Context: an optimization exercise on an open-source flow, tuned for small area. The choices shown serve that exercise and are no tape-out recipe.
The RTL was checked by simulation tests, not by an equivalence proof against the original design.
The clock port is modelled as an ideal driver; clocking choices that lean on that would not hold on a real chip.
No activity file was given, so power comes from the tool's default toggle rates.

## maple
// page_swap_slot_manager
module page_swap_slot_manager (
  input  logic                clk,
  input  logic                rst,
  input  logic                req_valid,
  output logic                req_ready,
  input  logic [1:0]          req_opcode,
  input  logic [PAGE_W-1:0]   req_page_number,
  input  logic [FRAME_W-1:0]  req_frame_number,
  input  logic                req_load_valid,
  output logic                rsp_valid,
  input  logic                rsp_ready,
  output logic [OUT_W-1:0]    rsp_victim_page,
  output logic [OUT_W-1:0]    rsp_swap_slot,
  output logic [1:0]          rsp_status
);
==> module page_swap_slot_manager, before the edit <==
module page_swap_slot_manager (
  input  logic                clk,
  input  logic                rst,
  input  logic                req_valid,
  output logic                req_ready,
  input  logic [1:0]          req_opcode,
  input  logic [PAGE_W-1:0]   req_page_number,
  input  logic [FRAME_W-1:0]  req_frame_number,
  input  logic                req_load_valid,
  output logic                rsp_valid,
  input  logic                rsp_ready,
  output logic [OUT_W-1:0]    rsp_victim_page,
  output logic [OUT_W-1:0]    rsp_swap_slot,
  output logic [1:0]          rsp_status
);
  logic [NUM_PAGES-1:0]  v_ring;
  logic [LOC_W-1:0]      loc_ring [NUM_PAGES];
  logic [SWAP_SLOTS-1:0] s_ring;
  logic              v_head, s_head;
  logic [LOC_W-1:0]  loc_head;
  logic              v_new, s_new;
  logic [LOC_W-1:0]  loc_new;
  logic [PAGE_W-1:0] hcnt;       
  logic              clr;        
  logic [PAGE_W-1:0] ptr;        
  logic              busy;       
  logic              fscan;      
  logic              sscan;      
  logic              sk;         
  logic              upd;        
  logic [SLOT_W-1:0] slot_r;     
  logic [1:0]        last_op;    
  logic              fail;       
  assign v_head   = v_ring[NUM_PAGES-1];
  assign s_head   = s_ring[SWAP_SLOTS-1];
  assign loc_head = loc_ring[NUM_PAGES-1];
  logic idle, at_page, at_ptr, at_slot, at_zero, at_last;
  logic take, take_find, take_load, take_in, take_out;
  logic scanning, found_free, find_on, found_valid, find_fail;
  assign fscan   = busy && (last_op == OP_FIND);
  assign upd     = busy && (last_op != OP_FIND);
  assign idle    = !clr && !rsp_valid && !busy && !sscan;
  assign at_page = (hcnt == req_page_number);
  assign at_ptr  = (hcnt == ptr);
  assign at_slot = (hcnt == slot_r);
  assign at_zero = (hcnt == '0);
  assign at_last = &hcnt;
  always_comb begin
    case (req_opcode)
      OP_FIND:     req_ready = idle && at_ptr;
      OP_SWAP_OUT: req_ready = idle && at_page && sk;
      default:     req_ready = idle && at_page;
    endcase
  end
  assign take      = req_valid && req_ready;
  assign take_find = take && (req_opcode == OP_FIND);
  assign take_out  = take && (req_opcode == OP_SWAP_OUT);
  assign take_in   = take && (req_opcode == OP_SWAP_IN);
  assign take_load = take && (req_opcode == OP_LOAD);
  assign scanning   = sscan || (idle && req_valid && (req_opcode == OP_SWAP_OUT) && !sk && at_zero);
  assign found_free = scanning && !s_head;
  assign find_on     = take_find || fscan;
  assign found_valid = find_on && v_head;
  assign find_fail   = fscan && at_ptr;
  always_comb begin
    v_new   = v_head;
    loc_new = loc_head;
    s_new   = s_head;
    if (take_load) begin
      v_new   = req_load_valid;
      loc_new = LOC_W'(req_frame_number);
    end
    if (take_in) begin
      v_new   = 1'b1;
      loc_new = LOC_W'(req_frame_number);
    end
    if (take_out && !fail) begin
      v_new   = 1'b0;
      loc_new = slot_r;
    end
    if (upd && at_slot) s_new = last_op[0];    
    if (clr) begin
      v_new   = 1'b0;
      loc_new = '0;
      s_new   = 1'b0;
    end
  end
  always_ff @(posedge clk) begin
    v_ring <= {v_ring[NUM_PAGES-2:0], v_new};
    s_ring <= {s_ring[SWAP_SLOTS-2:0], s_new};
    loc_ring[0] <= loc_new;
    for (int i = 1; i < NUM_PAGES; i++) loc_ring[i] <= loc_ring[i-1];
  end
  always_ff @(posedge clk) begin
    if (rst) begin
      hcnt      <= PAGE_W'(1);
      clr       <= 1'b1;
      busy      <= 1'b0;
      sscan     <= 1'b0;
      sk        <= 1'b0;
      rsp_valid <= 1'b0;
    end else begin
      hcnt <= hcnt + 1'b1;
      if (clr && at_zero) clr <= 1'b0;
      if (scanning) begin
        if (!s_head) begin
          sscan <= 1'b0;
          sk    <= 1'b1;
        end else if (at_last) begin
          sscan <= 1'b0;
          sk    <= 1'b1;
        end else begin
          sscan <= 1'b1;
        end
      end
      if (upd && at_slot) busy <= 1'b0;
      if (take_in || (take_out && !fail)) busy <= 1'b1;
      if (take) sk <= 1'b0;
      if (found_valid || find_fail) busy <= 1'b0;
      else if (take_find) busy <= 1'b1;
      if (rsp_valid && rsp_ready) rsp_valid <= 1'b0;
      if ((take && !take_find) || found_valid || find_fail) rsp_valid <= 1'b1;
    end
  end
  always_ff @(posedge clk) begin
    if (found_valid || clr) ptr <= hcnt;
    if (scanning) begin
      slot_r <= hcnt;
      fail   <= s_head;
    end
    if (take && !(take_out && !fail)) slot_r <= take_in ? loc_head : '0;
    if (take) begin
      last_op <= req_opcode;
      if (!take_out) fail <= 1'b0;
    end
    if (find_fail) fail <= 1'b1;
  end
  logic show_ptr;
  assign show_ptr        = !last_op[1] && !last_op[0] && !fail;    
  assign rsp_victim_page = show_ptr  ? ptr    : '0;
  assign rsp_swap_slot   = slot_r;
  assign rsp_status      = {fail && last_op[0], fail && !last_op[0]};
endmodule
==> flow/config.mk <==
export PLATFORM = sky130hd
export DESIGN_NAME = page_swap_slot_manager
export DESIGN_NICKNAME = page_swap_slot_manager
export VERILOG_FILES = /design/flow/design.v
export SDC_FILE = /design/flow/constraint.sdc
export NUM_CORES = 4
export LEC_CHECK = 0
export CAP_MARGIN = 20
export CORE_MARGIN = 2
export CORE_UTILIZATION = 50
export PLACE_DENSITY = 0.6
export SLEW_MARGIN = 20
==> flow/constraint.sdc <==
create_clock -name core_clock -period 10.0 [get_ports {clk}]
set_input_delay 2.0000 -clock core_clock [delete_from_list [all_inputs] [get_ports {clk}]]
set_output_delay 2.0000 -clock core_clock [all_outputs]
set_load 0.01 [all_outputs]
standard.sh (not shown) runs the stock make flow with config.mk's settings and CLKGATE_MAP_FILE= SYNTH_SCRIPT=/design/flow/synth_recipe.tcl, a recipe that flattens the netlist after the stock synthesis.
==> flow/flow/run.sh <==
#!/bin/bash
# standard layout with these changes: CTS without dummy loads and with clkbuf_8 clusters of
# up to 22 registers, port buffers as buf_1, and after CTS a downsizing of gates with slack
# to spare (flow/post_cts.tcl)
set -euo pipefail
export CTS_ARGS="-sink_clustering_enable -repair_clock_nets -dont_use_dummy_load -sink_clustering_size 22 -sink_clustering_max_diameter 60 -distance_between_buffers 400 -branching_point_buffers_distance 400 -buf_list {sky130_fd_sc_hd__clkbuf_8}"
export BUFFER_PORTS_ARGS="-buffer_cell sky130_fd_sc_hd__buf_1"
export POST_CTS_TCL="$PWD/flow/post_cts.tcl"
bash standard.sh > standard.log 2>&1
==> flow/flow/post_cts.tcl <==
# after CTS: downsize gates that have timing slack to spare, then repair slew and
# capacitance again and legalise the placement
estimate_parasitics -placement
repair_timing -recover_power 100 -verbose
repair_design -cap_margin 20 -slew_margin 20 -verbose
detailed_placement
check_placement -verbose
maple has completed all stages; timing, DRC and antenna checks passed.
> inputs changed (maple -> pepper)
--- a/flow/design.v
+++ b/flow/design.v
@@ -176,5 +176,5 @@
       fail   <= s_head;
     end
-    if (take && !(take_out && !fail)) slot_r <= take_in ? loc_head : '0;
+    if (take_in) slot_r <= loc_head;
     if (take) begin
       last_op <= req_opcode;
@@ -183,8 +183,9 @@
     if (find_fail) fail <= 1'b1;
   end
-  logic show_ptr;
+  logic show_ptr, show_slot;
   assign show_ptr        = !last_op[1] && !last_op[0] && !fail;    
+  assign show_slot       = (last_op[1] ^ last_op[0]) && !fail;     
   assign rsp_victim_page = show_ptr  ? ptr    : '0;
-  assign rsp_swap_slot   = slot_r;
+  assign rsp_swap_slot   = show_slot ? slot_r : '0;
   assign rsp_status      = {fail && last_op[0], fail && !last_op[0]};
 endmodule
### Flow results
- Worst setup slack: maple and pepper compared, lower one is maple
- Looking only at met1 capacity usage during global routing, and setting everything else aside, the lower value of maple and pepper goes to pepper.
- maple and pepper ended up with roughly the same area added between synthesis and finish.
- Compared with maple, in pepper final critical-path required period went down, part of the total power dissipated in combinational logic now smaller, area after synthesis went up 0.78%, synthesized instance count saw an increase.
- Of pepper and maple, it is pepper that has the lower total power draw.
- Going from maple to pepper, overall fraction of global-route tracks in use shrinks by 0.70 points.

==> what the ideal ports hide <==
The results above use ideal ports. As a check the final layouts listed here were re-extracted and re-timed, cells and wires unchanged.
Step 1: set_driving_cell puts a clkbuf_16 on clk and a buf_2 on each other input, an assumption about the parent block.
Step 2, shift: input delay + t, output delay - t, t = (earliest + latest rising clock arrival at the registers) / 2. This alone moves slack from input paths to output paths.
a / b / c = ideal / step 1 / step 2; a / b = the first two.
| run | t (ns) | setup slack, ns | worst hold slack (ns) | worst register clock-pin slew, ns |
|---|---|---|---|---|
| maple | 0.599 | 4.464 / 4.439 / 4.439 | 0.255 / 0.255 / 0.255 | 0.12 / 0.12 |
| pepper | 0.603 | 4.561 / 4.531 / 4.531 | 0.288 / 0.288 / 0.288 | 0.12 / 0.12 |
After both steps setup and hold are still met in every run listed. The setup slack of pepper, which loses most, moves by -0.030 ns with the drivers and by -0.030 ns with both steps.
